Source: an optimization exercise on an open RTL-to-GDS flow (aim: small area). Production flows keep margins and buffers that such runs may drop. In this exercise RTL edits were held to simulation tests only and were not proved equivalent to the original. Power and IR drop assume default switching activity.

==> flow/design.v (excerpt) <==
module wallaceTree
(
	input logic clk,
	input logic rstN,
	input logic [337:0] rows,
	input logic inValid,
	output logic [47:0] product,
	output logic outValid
);
==> flow/config.mk <==
export PLATFORM = sky130hd
export DESIGN_NAME = wallaceTree
export DESIGN_NICKNAME = wallaceTree
export VERILOG_FILES = /design/flow/design.v
export SDC_FILE = /design/flow/constraint.sdc
export NUM_CORES = 4
export LEC_CHECK = 0
export CAP_MARGIN = 20
export CORE_MARGIN = 2
export CORE_UTILIZATION = 30
export GPL_TIMING_DRIVEN = 0
export SLEW_MARGIN = 20
export SYNTH_HIERARCHICAL = 1
==> flow/constraint.sdc <==
create_clock -name core_clock -period 3.0 [get_ports {clk}]
set_input_delay 0.6000 -clock core_clock [delete_from_list [all_inputs] [get_ports {clk}]]
set_output_delay 0.6000 -clock core_clock [all_outputs]
set_load 0.01 [all_outputs]
standard.sh (not shown) runs the stock make flow with config.mk's settings and CLKGATE_MAP_FILE= SYNTH_SCRIPT=/design/flow/synth_recipe.tcl, a recipe that flattens the netlist after the stock synthesis.
==> flow/flow/run.sh <==
#!/bin/bash
# Standard layout with smaller port buffers and no CTS dummy loads.
export BUFFER_PORTS_ARGS="-buffer_cell sky130_fd_sc_hd__buf_1"
export CTS_ARGS="-sink_clustering_enable -repair_clock_nets -dont_use_dummy_load -buf_list {sky130_fd_sc_hd__clkbuf_4 sky130_fd_sc_hd__clkbuf_8} -sink_clustering_size 30 -sink_clustering_max_diameter 100"
bash standard.sh > standard.log 2>&1
status=$?
tail -20 standard.log
exit $status
Edit:
- CORE_UTILIZATION: 30 -> 35
- GPL_TIMING_DRIVEN: 0 -> default
Final cell count is lower by 3.8%.
Worst setup slack gets better by 0.029 ns.
Utilization goes up by 6.1 points.
Count of clock-buffer cells in the layout does not change.
Combinational power rises by about 0.7%.
Clock power barely changes.
Synthesized area does not change.
Wire length went down by 3.4%.
Cell area barely changes.
Critical path depth stays the same.
Edit:
- CORE_UTILIZATION: 35 -> 30
- GPL_ROUTABILITY_DRIVEN: default -> 0
- GPL_TIMING_DRIVEN: default -> 0
What happened:
- clock-buffer cell count stays the same
- via count went down by 0.56%
- area after synthesis is unchanged
Edit:
- GPL_ROUTABILITY_DRIVEN: 0 -> default
- PLACE_DENSITY: default -> 0.5
What happened: The new run completed without violations; combinational power stays flat; cell count is about the same; synthesized area does not change; sequential cell count stays the same; via count stays flat; core utilization is about the same; setup slack gains 0.047 ns; final area barely changes; synthesized cell count does not change.

---

Setup of v45:
Starting RTL as in the previous note.
==> flow/config.mk <==
export PLATFORM = sky130hd
export DESIGN_NAME = wallaceTree
export DESIGN_NICKNAME = wallaceTree
export VERILOG_FILES = /design/flow/design.v
export SDC_FILE = /design/flow/constraint.sdc
export NUM_CORES = 4
export LEC_CHECK = 0
export ABC_AREA = 1
export CAP_MARGIN = 20
export CORE_MARGIN = 2
export CORE_UTILIZATION = 30
export SLEW_MARGIN = 20
export SYNTH_HIERARCHICAL = 1
==> flow/constraint.sdc <==
create_clock -name core_clock -period 3.0 [get_ports {clk}]
set_input_delay 0.6000 -clock core_clock [delete_from_list [all_inputs] [get_ports {clk}]]
set_output_delay 0.6000 -clock core_clock [all_outputs]
set_load 0.01 [all_outputs]
Scripts as last shown in full above: flow/flow/run.sh
v45: flow completed, timing, DRC and antenna clean
Setup changes, v45 to v20
Settings: swapping 30 for 45 in CORE_UTILIZATION; clearing ABC_AREA, which used to be 1.
Notes after the runs:
Relative to v45, met2 layer usage reported by global route has increased by 11 points in v20.
Going from v45 to v20, number of fill cells in the layout shrinks by 1432.
v20 against v45: total number of multi-input combinational cells dropped 20; worst hold slack dropped 0.046 ns.
Every stage of the flow completed for v20, and the final layout passed the timing, DRC and antenna checks.
The flow did not stop early for v45: all stages ran, and the layout cleared the timing, DRC and antenna checks.
Modified inputs, v15 compared to v20
Settings: GPL_TIMING_DRIVEN: unset -> 0; PLACE_DENSITY: unset -> 0.7; CORE_UTILIZATION: 45 -> 30.
Results
Compared to v20, v15 has half-perimeter wire length of the detailed placement result 0.73% lower. v20 closes out successfully: all stages finished, all timing, DRC and antenna checks passed. v15: PASS, flow complete, no timing, DRC or antenna violations. v20 → v15: power dissipated by switching net loads now larger; number of nets in the layout comparable; met3 wire length now larger; initial core utilization now smaller. Between v15 and v20, it is v15 whose routing usage on met2 is lower, by 9.9 points.
Input changes introduced in v36 (baseline for comparison: v15):
Settings: a deleted GPL_TIMING_DRIVEN that had been 0; a deleted PLACE_DENSITY that had been 0.7.
[compare] base=v15 new=v36: number of filler cells placed in the layout +116; overall power consumption ~0 delta; fmax +2.2%; summed area of non-filler cells in the final layout +0.31%; maximum single-stage delay on the critical path -0.03 ns.

==> re-timing with driven ports <==
No port has a modelled driver above. Below, the same layouts with a new extraction and two added sets of constraints. Step 1 (the two cells are an assumption about what drives the block):
set clk [get_ports {clk}]
set_driving_cell -lib_cell sky130_fd_sc_hd__clkbuf_16 $clk
set_driving_cell -lib_cell sky130_fd_sc_hd__buf_2 [delete_from_list [all_inputs] $clk]
Step 2, shift: input delay + t, output delay - t, t = (earliest + latest rising clock arrival at the registers) / 2. This alone moves slack from input paths to output paths. Three values: ideal ports, drivers, drivers and shift; two values: the first two.
run	shift t [ns]	slack for setup (ns)	hold WS [ns]	worst data-port slew with drivers (ns)	pins driven straight from the clock port
the first run of note 1	0.478	0.090 / 0.106 / -0.372	0.245 / 0.226 / 0.296	0.09	1
the second run of note 1	0.471	0.119 / 0.138 / -0.333	0.249 / 0.237 / 0.292	0.07	1
the third run of note 1	0.478	0.090 / 0.106 / -0.372	0.245 / 0.226 / 0.296	0.09	1
the fourth run of note 1	0.491	0.137 / 0.156 / -0.335	0.236 / 0.216 / 0.307	0.06	1
v45	0.491	0.168 / 0.187 / -0.304	0.287 / 0.265 / 0.310	0.05	1
v20	0.471	0.131 / 0.146 / -0.324	0.241 / 0.231 / 0.306	0.06	1
v15	0.502	0.085 / 0.105 / -0.398	0.211 / 0.193 / 0.319	0.08	1
v36	0.485	0.147 / 0.150 / -0.321	0.249 / 0.238 / 0.321	0.07	1
With both steps, setup timing fails in every run listed, where it was met with ideal ports. For v15, which loses most, drivers alone change the setup slack by +0.020 ns; drivers and shift together by -0.483 ns.
